From an optimization exercise on the open Yosys and OpenROAD flow, aimed at small area, a short achievable clock period and few clock cycles; shortcuts taken in it are not production practice.
RTL that was checked went through simulation tests only; none was proved equivalent to the original.
The flow treats the clock pin as an ideal source. Dropping or thinning the clock tree relies on that and would not hold on a real chip.

==> inputs of job 7845 <==
==> flow/design.v <==
package lsu_pkg;
	localparam int ADDR_W = 32;                 
	localparam int DATA_W = 32;                 
	localparam int STRB_W = DATA_W / 8;         
	localparam int MEM_WORDS = 256;
	localparam int MEM_IDX_W = $clog2(MEM_WORDS);    
	localparam logic [1:0] SIZE_BYTE = 2'd0;
	localparam logic [1:0] SIZE_HALF = 2'd1;
	localparam logic [1:0] SIZE_WORD = 2'd2;    
	localparam logic [1:0] RESP_OKAY   = 2'b00;
	localparam logic [1:0] RESP_SLVERR = 2'b10;
endpackage
module mem_subsys_top (
	input  logic        CLK,
	input  logic        NRST,
	input  logic        load_req,
	input  logic        store_req,
	input  logic [1:0]  size,
	input  logic        is_signed,
	input  logic [31:0] addr,
	input  logic [31:0] wdata,
	output logic        busy,
	output logic        done,
	output logic [31:0] rdata,
	output logic        err
);
	localparam int WORDS = 256;
	logic       init_active;
	logic [7:0] init_cnt;
	always_ff @(posedge CLK)
	begin
		if (!NRST)
		begin
			init_active <= 1'b1;
			init_cnt    <= '0;
		end
		else if (init_active)
		begin
			init_cnt <= init_cnt + 1'b1;
			if (init_cnt == 8'hff)
				init_active <= 1'b0;
		end
	end
	assign busy = init_active;
	logic        accept;
	logic        mis;
	logic        oor;
	logic [3:0]  strb;
	logic [31:0] lane_data;
	assign accept = (load_req || store_req) && !init_active;
	assign oor    = (addr[31:10] != '0);
	always_comb
	begin
		case (size)
			2'd0:
			begin
				mis       = 1'b0;
				strb      = 4'b0001 << addr[1:0];
				lane_data = {4{wdata[7:0]}};
			end
			2'd1:
			begin
				mis       = addr[0];
				strb      = addr[1] ? 4'b1100 : 4'b0011;
				lane_data = {2{wdata[15:0]}};
			end
			default:
			begin
				mis       = (addr[1:0] != 2'b00);
				strb      = 4'b1111;
				lane_data = wdata;
			end
		endcase
	end
	logic        s0_we;      
	logic        s0_ld;      
	logic        s0_done;    
	logic        s0_err;
	logic [7:0]  s0_idx;
	logic [3:0]  s0_strb;
	logic [31:0] s0_wd;
	logic [1:0]  s0_size;
	logic        s0_sgn;
	logic [1:0]  s0_off;
	always_ff @(posedge CLK)
	begin
		if (!NRST)
		begin
			s0_we   <= 1'b0;
			s0_ld   <= 1'b0;
			s0_done <= 1'b0;
		end
		else
		begin
			s0_we   <= init_active || (accept && store_req && !mis && !oor);
			s0_ld   <= accept && !store_req;
			s0_done <= accept;
		end
	end
	always_ff @(posedge CLK)
	begin
		s0_err  <= mis || oor;
		s0_idx  <= init_active ? init_cnt : addr[9:2];
		s0_strb <= init_active ? 4'b1111 : strb;
		s0_wd   <= init_active ? '0 : lane_data;
		s0_size <= size;
		s0_sgn  <= is_signed;
		s0_off  <= addr[1:0];
	end
	logic [WORDS-1:0] sel;
	logic [31:0]      word_q [WORDS];
	logic [31:0]      rword;
	always_comb
	begin
		sel = '0;
		sel[s0_idx] = 1'b1;
	end
	for (genvar w = 0; w < WORDS; w++)
	begin : g_word
		for (genvar l = 0; l < 4; l++)
		begin : g_lane
			always_ff @(posedge CLK)
			begin
				if (s0_we && sel[w] && s0_strb[l])
					word_q[w][8*l +: 8] <= s0_wd[8*l +: 8];
			end
		end
	end
	always_comb
	begin
		rword = '0;
		for (int w = 0; w < WORDS; w++)
			rword = rword | (word_q[w] & {32{sel[w]}});
	end
	logic        s1_ld;
	logic        s1_done;
	logic        s1_err;
	logic [31:0] s1_word;
	logic [1:0]  s1_size;
	logic        s1_sgn;
	logic [1:0]  s1_off;
	always_ff @(posedge CLK)
	begin
		if (!NRST)
			s1_done <= 1'b0;
		else
			s1_done <= s0_done;
	end
	always_ff @(posedge CLK)
	begin
		s1_ld   <= s0_ld;
		s1_err  <= s0_err;
		s1_word <= rword;
		s1_size <= s0_size;
		s1_sgn  <= s0_sgn;
		s1_off  <= s0_off;
	end
	logic [31:0] shifted;
	logic [31:0] result;
	assign shifted = s1_word >> {s1_off, 3'b000};
	always_comb
	begin
		case (s1_size)
			2'd0:    result = {{24{shifted[7] & s1_sgn}}, shifted[7:0]};
			2'd1:    result = {{16{shifted[15] & s1_sgn}}, shifted[15:0]};
			default: result = shifted;
		endcase
	end
	always_ff @(posedge CLK)
	begin
		if (!NRST)
			done <= 1'b0;
		else
			done <= s1_done;
	end
	always_ff @(posedge CLK)
	begin
		err   <= s1_err;
		rdata <= (s1_ld && !s1_err) ? result : '0;
	end
endmodule
==> flow/run.sh <==
#!/bin/bash
# synth_recipe.tcl (not shown) runs the flow's synth.tcl, then flattens the netlist and writes it again
# the make line also repeats each setting of config.mk as NAME=value (left out here)
make -C /OpenROAD-flow-scripts/flow DESIGN_CONFIG=/design/flow/config.mk WORK_HOME=/design/flow/orfs CLKGATE_MAP_FILE= SYNTH_SCRIPT=/design/flow/synth_recipe.tcl finish
==> flow/config.mk <==
export PLATFORM = sky130hd
export DESIGN_NAME = mem_subsys_top
export DESIGN_NICKNAME = mem_subsys_top
export VERILOG_FILES = /design/flow/design.v
export SDC_FILE = /design/flow/constraint.sdc
export NUM_CORES = 8
export LEC_CHECK = 0
export CAP_MARGIN = 20
export CORE_MARGIN = 2
export CORE_UTILIZATION = 55
export SLEW_MARGIN = 20
export SYNTH_MEMORY_MAX_BITS = 16384
==> flow/constraint.sdc <==
create_clock -name core_clock -period 7.0 [get_ports {CLK}]
set_input_delay 1.4000 -clock core_clock [delete_from_list [all_inputs] [get_ports {CLK}]]
set_output_delay 1.4000 -clock core_clock [all_outputs]
set_load 0.01 [all_outputs]
==> job 5424 (differences from job 7845) <==
--- a/flow/design.v
+++ b/flow/design.v
@@ -10,6 +10,71 @@
 	localparam logic [1:0] RESP_OKAY   = 2'b00;
 	localparam logic [1:0] RESP_SLVERR = 2'b10;
 endpackage
+module lsu_rd_ao3 (
+	input  logic [95:0] d,       
+	input  logic [2:0]  s,       
+	output logic [31:0] y_n
+);
+	assign y_n = ~((d[31:0] & {32{s[0]}}) | (d[63:32] & {32{s[1]}}) |
+		(d[95:64] & {32{s[2]}}));
+endmodule
+module lsu_rd_ao1 (
+	input  logic [31:0] d,       
+	input  logic        s,       
+	output logic [31:0] y_n
+);
+	assign y_n = ~(d & {32{s}});
+endmodule
+module lsu_rd_mux #(
+	parameter int WORDS = 256,
+	parameter int PARTS = 4          
+) (
+	input  logic [32*WORDS-1:0] words,
+	input  logic [WORDS-1:0]    sel,
+	output logic [32*PARTS-1:0] q        
+);
+	localparam int LEAVES = (WORDS + 2) / 3;
+	localparam int PER_PART = (LEAVES + PARTS - 1) / PARTS;
+	logic [32*LEAVES-1:0] leaf_n;
+	for (genvar k = 0; k < LEAVES; k++)
+	begin : g_leaf
+		if (3*k + 2 < WORDS)
+		begin : g_ao3
+			lsu_rd_ao3 u_ao (
+				.d   (words[96*k +: 96]),
+				.s   (sel[3*k +: 3]),
+				.y_n (leaf_n[32*k +: 32])
+			);
+		end
+		else if (3*k + 1 < WORDS)
+		begin : g_ao2
+			lsu_rd_ao3 u_ao (
+				.d   ({32'd0, words[96*k +: 64]}),
+				.s   ({1'b0, sel[3*k +: 2]}),
+				.y_n (leaf_n[32*k +: 32])
+			);
+		end
+		else
+		begin : g_ao1
+			lsu_rd_ao1 u_ao (
+				.d   (words[96*k +: 32]),
+				.s   (sel[3*k]),
+				.y_n (leaf_n[32*k +: 32])
+			);
+		end
+	end
+	always_comb
+	begin
+		logic [31:0] acc;
+		for (int p = 0; p < PARTS; p++)
+		begin
+			acc = '1;
+			for (int k = p*PER_PART; k < (p+1)*PER_PART && k < LEAVES; k++)
+				acc = acc & leaf_n[32*k +: 32];
+			q[32*p +: 32] = ~acc;
+		end
+	end
+endmodule
 module mem_subsys_top (
 	input  logic        CLK,
 	input  logic        NRST,
@@ -25,7 +90,9 @@
 	output logic        err
 );
 	localparam int WORDS = 256;
+	localparam int PARTS = 8;        
 	logic       init_active;
+	logic       busy_q;              
 	logic [7:0] init_cnt;
 	always_ff @(posedge CLK)
 	begin
@@ -41,14 +108,20 @@
 				init_active <= 1'b0;
 		end
 	end
-	assign busy = init_active;
+	always_ff @(posedge CLK)
+	begin
+		busy_q <= !NRST || (init_active && (init_cnt != 8'hff));
+	end
+	assign busy = busy_q;
 	logic        accept;
 	logic        mis;
 	logic        oor;
 	logic [3:0]  strb;
 	logic [31:0] lane_data;
+	logic [7:0]  idx;
 	assign accept = (load_req || store_req) && !init_active;
 	assign oor    = (addr[31:10] != '0);
+	assign idx    = init_active ? init_cnt : addr[9:2];
 	always_comb
 	begin
 		case (size)
@@ -72,12 +145,11 @@
 			end
 		endcase
 	end
-	logic        s0_we;      
 	logic        s0_ld;      
 	logic        s0_done;    
+	logic [3:0]  s0_lwe;     
 	logic        s0_err;
-	logic [7:0]  s0_idx;
-	logic [3:0]  s0_strb;
+	logic [WORDS-1:0] s0_sel;    
 	logic [31:0] s0_wd;
 	logic [1:0]  s0_size;
 	logic        s0_sgn;
@@ -86,13 +158,16 @@
 	begin
 		if (!NRST)
 		begin
-			s0_we   <= 1'b0;
+			s0_lwe  <= '0;
 			s0_ld   <= 1'b0;
 			s0_done <= 1'b0;
 		end
 		else
 		begin
-			s0_we   <= init_active || (accept && store_req && !mis && !oor);
+			if (init_active)
+				s0_lwe <= 4'b1111;
+			else
+				s0_lwe <= (accept && store_req && !mis && !oor) ? strb : 4'b0000;
 			s0_ld   <= accept && !store_req;
 			s0_done <= accept;
 		end
@@ -100,42 +175,36 @@
 	always_ff @(posedge CLK)
 	begin
 		s0_err  <= mis || oor;
-		s0_idx  <= init_active ? init_cnt : addr[9:2];
-		s0_strb <= init_active ? 4'b1111 : strb;
+		s0_sel  <= WORDS'(1) << idx;
 		s0_wd   <= init_active ? '0 : lane_data;
 		s0_size <= size;
 		s0_sgn  <= is_signed;
 		s0_off  <= addr[1:0];
 	end
-	logic [WORDS-1:0] sel;
-	logic [31:0]      word_q [WORDS];
-	logic [31:0]      rword;
-	always_comb
-	begin
-		sel = '0;
-		sel[s0_idx] = 1'b1;
-	end
+	logic [32*WORDS-1:0] words;
+	logic [32*PARTS-1:0] rparts;
 	for (genvar w = 0; w < WORDS; w++)
 	begin : g_word
 		for (genvar l = 0; l < 4; l++)
 		begin : g_lane
+			logic [7:0] q;
 			always_ff @(posedge CLK)
 			begin
-				if (s0_we && sel[w] && s0_strb[l])
-					word_q[w][8*l +: 8] <= s0_wd[8*l +: 8];
-			end
-		end
-	end
-	always_comb
-	begin
-		rword = '0;
-		for (int w = 0; w < WORDS; w++)
-			rword = rword | (word_q[w] & {32{sel[w]}});
-	end
+				if (s0_sel[w] && s0_lwe[l])
+					q <= s0_wd[8*l +: 8];
+			end
+			assign words[32*w + 8*l +: 8] = q;
+		end
+	end
+	lsu_rd_mux #(.WORDS(WORDS), .PARTS(PARTS)) u_rd (
+		.words (words),
+		.sel   (s0_sel),
+		.q     (rparts)
+	);
 	logic        s1_ld;
 	logic        s1_done;
 	logic        s1_err;
-	logic [31:0] s1_word;
+	logic [32*PARTS-1:0] s1_parts;
 	logic [1:0]  s1_size;
 	logic        s1_sgn;
 	logic [1:0]  s1_off;
@@ -150,13 +219,20 @@
 	begin
 		s1_ld   <= s0_ld;
 		s1_err  <= s0_err;
-		s1_word <= rword;
+		s1_parts <= rparts;
 		s1_size <= s0_size;
 		s1_sgn  <= s0_sgn;
 		s1_off  <= s0_off;
 	end
+	logic [31:0] s1_word;
 	logic [31:0] shifted;
 	logic [31:0] result;
+	always_comb
+	begin
+		s1_word = '0;
+		for (int p = 0; p < PARTS; p++)
+			s1_word = s1_word | s1_parts[32*p +: 32];
+	end
 	assign shifted = s1_word >> {s1_off, 3'b000};
 	always_comb
 	begin
==> flow/flow/run.sh (new file) <==
#!/bin/bash
set -euo pipefail
work=$(pwd)
export PRE_CTS_TCL="$work/flow/cts_hook.tcl"
export CTS_ARGS="-sink_clustering_enable -repair_clock_nets -sink_clustering_size 25 -sink_clustering_max_diameter 100 -dont_use_dummy_load"
export BUFFER_PORTS_ARGS="-buffer_cell sky130_fd_sc_hd__buf_4"
bash standard.sh > "$work/standard.log" 2>&1
==> flow/flow/cts_hook.tcl (new file) <==
rename clock_tree_synthesis my_cts_orig
proc clock_tree_synthesis {args} {
  my_cts_orig {*}$args
  set block [ord::get_db_block]
  set clk_net [[$block findBTerm CLK] getNet]
  set loads [$clk_net getITerms]
  if {[llength $loads] != 1} {
    puts "cts_hook: CLK drives [llength $loads] pins, left as is"
    return
  }
  set root [[lindex $loads 0] getInst]
  set out_net ""
  foreach it [$root getITerms] {
    if {[$it isOutputSignal]} { set out_net [$it getNet] }
  }
  if {$out_net eq ""} {
    puts "cts_hook: root [$root getName] has no output net, left as is"
    return
  }
  set sinks {}
  foreach it [$out_net getITerms] {
    if {[$it getInst] ne $root} { lappend sinks $it }
  }
  if {[llength $sinks] > 4 || [llength [$out_net getBTerms]] > 0} {
    puts "cts_hook: root drives [llength $sinks] pins, left as is"
    return
  }
  puts "cts_hook: removing root [$root getName], CLK now drives [llength $sinks] pins"
  foreach it $sinks {
    $it disconnect
    $it connect $clk_net
  }
  [lindex $loads 0] disconnect
  odb::dbInst_destroy $root
  odb::dbNet_destroy $out_net
}
==> flow/standard.sh (new file) <==
#!/bin/bash
# synth_recipe.tcl (not shown) runs the flow's synth.tcl, then flattens the netlist and writes it again
# the make line also repeats each setting of config.mk as NAME=value (left out here)
make -C /OpenROAD-flow-scripts/flow DESIGN_CONFIG=/design/flow/config.mk WORK_HOME=/design/flow/orfs CLKGATE_MAP_FILE= SYNTH_SCRIPT=/design/flow/synth_recipe.tcl "${@:-finish}"
--- a/flow/config.mk
+++ b/flow/config.mk
@@ -7,6 +7,9 @@
 export LEC_CHECK = 0
 export CAP_MARGIN = 20
 export CORE_MARGIN = 2
-export CORE_UTILIZATION = 55
+export CORE_UTILIZATION = 70
+export CTS_CLUSTER_DIAMETER = 100
+export CTS_CLUSTER_SIZE = 25
+export SETUP_SLACK_MARGIN = 4.5
 export SLEW_MARGIN = 20
-export SYNTH_MEMORY_MAX_BITS = 16384
+export SYNTH_HIERARCHICAL = 1
removed: flow/run.sh
==> job 2671 (differences from job 7845) <==
--- a/flow/design.v
+++ b/flow/design.v
@@ -10,6 +10,60 @@
 	localparam logic [1:0] RESP_OKAY   = 2'b00;
 	localparam logic [1:0] RESP_SLVERR = 2'b10;
 endpackage
+module lsu_rd_ao3 (
+	input  logic [95:0] d,       
+	input  logic [2:0]  s,       
+	output logic [31:0] y_n
+);
+	assign y_n = ~((d[31:0] & {32{s[0]}}) | (d[63:32] & {32{s[1]}}) |
+		(d[95:64] & {32{s[2]}}));
+endmodule
+module lsu_rd_mux #(
+	parameter int WORDS = 256,
+	parameter int PARTS = 4          
+) (
+	input  logic [32*WORDS-1:0] words,
+	input  logic [WORDS-1:0]    sel,
+	output logic [32*PARTS-1:0] q        
+);
+	localparam int LEAVES = (WORDS + 2) / 3;
+	localparam int PER_PART = (LEAVES + PARTS - 1) / PARTS;
+	logic [32*LEAVES-1:0] leaf_n;
+	for (genvar k = 0; k < LEAVES; k++)
+	begin : g_leaf
+		logic [95:0] d;
+		logic [2:0]  s;
+		for (genvar j = 0; j < 3; j++)
+		begin : g_in
+			if (3*k + j < WORDS)
+			begin : g_used
+				assign d[32*j +: 32] = words[32*(3*k + j) +: 32];
+				assign s[j] = sel[3*k + j];
+			end
+			else
+			begin : g_pad
+				assign d[32*j +: 32] = '0;
+				assign s[j] = 1'b0;
+			end
+		end
+		lsu_rd_ao3 u_ao (
+			.d   (d),
+			.s   (s),
+			.y_n (leaf_n[32*k +: 32])
+		);
+	end
+	always_comb
+	begin
+		logic [31:0] acc;
+		for (int p = 0; p < PARTS; p++)
+		begin
+			acc = '1;
+			for (int k = p*PER_PART; k < (p+1)*PER_PART && k < LEAVES; k++)
+				acc = acc & leaf_n[32*k +: 32];
+			q[32*p +: 32] = ~acc;
+		end
+	end
+endmodule
 module mem_subsys_top (
 	input  logic        CLK,
 	input  logic        NRST,
@@ -25,6 +79,7 @@
 	output logic        err
 );
 	localparam int WORDS = 256;
+	localparam int PARTS = 4;        
 	logic       init_active;
 	logic [7:0] init_cnt;
 	always_ff @(posedge CLK)
@@ -47,8 +102,10 @@
 	logic        oor;
 	logic [3:0]  strb;
 	logic [31:0] lane_data;
+	logic [7:0]  idx;
 	assign accept = (load_req || store_req) && !init_active;
 	assign oor    = (addr[31:10] != '0);
+	assign idx    = init_active ? init_cnt : addr[9:2];
 	always_comb
 	begin
 		case (size)
@@ -72,12 +129,11 @@
 			end
 		endcase
 	end
-	logic        s0_we;      
 	logic        s0_ld;      
 	logic        s0_done;    
+	logic [3:0]  s0_lwe;     
 	logic        s0_err;
-	logic [7:0]  s0_idx;
-	logic [3:0]  s0_strb;
+	logic [WORDS-1:0] s0_sel;    
 	logic [31:0] s0_wd;
 	logic [1:0]  s0_size;
 	logic        s0_sgn;
@@ -86,13 +142,16 @@
 	begin
 		if (!NRST)
 		begin
-			s0_we   <= 1'b0;
+			s0_lwe  <= '0;
 			s0_ld   <= 1'b0;
 			s0_done <= 1'b0;
 		end
 		else
 		begin
-			s0_we   <= init_active || (accept && store_req && !mis && !oor);
+			if (init_active)
+				s0_lwe <= 4'b1111;
+			else
+				s0_lwe <= (accept && store_req && !mis && !oor) ? strb : 4'b0000;
 			s0_ld   <= accept && !store_req;
 			s0_done <= accept;
 		end
@@ -100,42 +159,36 @@
 	always_ff @(posedge CLK)
 	begin
 		s0_err  <= mis || oor;
-		s0_idx  <= init_active ? init_cnt : addr[9:2];
-		s0_strb <= init_active ? 4'b1111 : strb;
+		s0_sel  <= WORDS'(1) << idx;
 		s0_wd   <= init_active ? '0 : lane_data;
 		s0_size <= size;
 		s0_sgn  <= is_signed;
 		s0_off  <= addr[1:0];
 	end
-	logic [WORDS-1:0] sel;
-	logic [31:0]      word_q [WORDS];
-	logic [31:0]      rword;
-	always_comb
-	begin
-		sel = '0;
-		sel[s0_idx] = 1'b1;
-	end
+	logic [32*WORDS-1:0] words;
+	logic [32*PARTS-1:0] rparts;
 	for (genvar w = 0; w < WORDS; w++)
 	begin : g_word
 		for (genvar l = 0; l < 4; l++)
 		begin : g_lane
+			logic [7:0] q;
 			always_ff @(posedge CLK)
 			begin
-				if (s0_we && sel[w] && s0_strb[l])
-					word_q[w][8*l +: 8] <= s0_wd[8*l +: 8];
-			end
-		end
-	end
-	always_comb
-	begin
-		rword = '0;
-		for (int w = 0; w < WORDS; w++)
-			rword = rword | (word_q[w] & {32{sel[w]}});
-	end
+				if (s0_sel[w] && s0_lwe[l])
+					q <= s0_wd[8*l +: 8];
+			end
+			assign words[32*w + 8*l +: 8] = q;
+		end
+	end
+	lsu_rd_mux #(.WORDS(WORDS), .PARTS(PARTS)) u_rd (
+		.words (words),
+		.sel   (s0_sel),
+		.q     (rparts)
+	);
 	logic        s1_ld;
 	logic        s1_done;
 	logic        s1_err;
-	logic [31:0] s1_word;
+	logic [32*PARTS-1:0] s1_parts;
 	logic [1:0]  s1_size;
 	logic        s1_sgn;
 	logic [1:0]  s1_off;
@@ -150,13 +203,20 @@
 	begin
 		s1_ld   <= s0_ld;
 		s1_err  <= s0_err;
-		s1_word <= rword;
+		s1_parts <= rparts;
 		s1_size <= s0_size;
 		s1_sgn  <= s0_sgn;
 		s1_off  <= s0_off;
 	end
+	logic [31:0] s1_word;
 	logic [31:0] shifted;
 	logic [31:0] result;
+	always_comb
+	begin
+		s1_word = '0;
+		for (int p = 0; p < PARTS; p++)
+			s1_word = s1_word | s1_parts[32*p +: 32];
+	end
 	assign shifted = s1_word >> {s1_off, 3'b000};
 	always_comb
 	begin
--- a/flow/config.mk
+++ b/flow/config.mk
@@ -7,6 +7,9 @@
 export LEC_CHECK = 0
 export CAP_MARGIN = 20
 export CORE_MARGIN = 2
-export CORE_UTILIZATION = 55
+export CORE_UTILIZATION = 45
+export CTS_CLUSTER_DIAMETER = 100
+export CTS_CLUSTER_SIZE = 30
+export SETUP_SLACK_MARGIN = 4
 export SLEW_MARGIN = 20
-export SYNTH_MEMORY_MAX_BITS = 16384
+export SYNTH_HIERARCHICAL = 1
==> run notes <==
Of job 2671 and job 5424, job 2671 has the higher critical path depth (gap 5). Between job 5424 and job 2671, the lower sequential cell count is in job 2671 (gap 129). Job 2671 passed the timing, design-rule and antenna checks. Job 5424 went through all stages and came out clean. Job 7845 stopped in 5_1_grt (GRT-0116). Core utilization: job 2671 is lower than job 5424 (26 points). Of job 2671 and job 5424, job 2671 has the higher clock skew (gap 19 ps).
==> figures <==
|  | job 7845 | job 2671 | job 5424 |
|---|---|---|---|
| # rows | 275 | 303 | 244 |
| Worst Path Buf+Inv | - | 3 | 1 |
| Wire length on met2 | - | 392.1 mm | 378.2 mm |
| Yosys top cell area share | 79.54% | 80.12% | 79.49% |
| Via count | - | 160425 | 163701 |
| Outcome | stopped before the end | finished clean | finished clean |
| Stage where the flow stopped | 5_1_grt | - | - |
| Unique masters post-synth | 101 | 55 | 52 |
| Hold Crit Class | - | reg -> reg | reg -> reg |
| DRC violations left | - | 0 | 0 |
| Register bit total from synthesis | 8328 | 8671 | 8800 |
Testbench counts of job 5424, summed over its fixed seeds: cycles 12,024.
Testbench counts of job 2671, summed over its fixed seeds: cycles 12,024.
No functional check of the RTL was part of job 7845.

[separate check: timing with driven ports]
The results above use ideal ports. As a check the final layouts listed here were re-extracted and re-timed, cells and wires unchanged. Step 1: set_driving_cell puts a clkbuf_16 on CLK and a buf_2 on each other input, an assumption about the parent block. Step 2, shift: input delay + t, output delay - t, t = (earliest + latest rising clock arrival at the registers) / 2. This alone moves slack from input paths to output paths. Three values: no drivers, after step 1, after step 2; two values: the first two.
run | shift t [ns] | setup slack, ns | worst hold slack (ns)
job 5424 | 0.968 | 4.331 / 4.090 / 3.831 | 0.326 / 0.326 / 0.326
job 2671 | 1.166 | 3.807 / 3.767 / 2.694 | 0.349 / 0.349 / 0.349
After both steps setup and hold are still met in every run listed. The setup slack of job 2671, which loses most, moves by -0.040 ns with the drivers and by -1.113 ns with both steps.
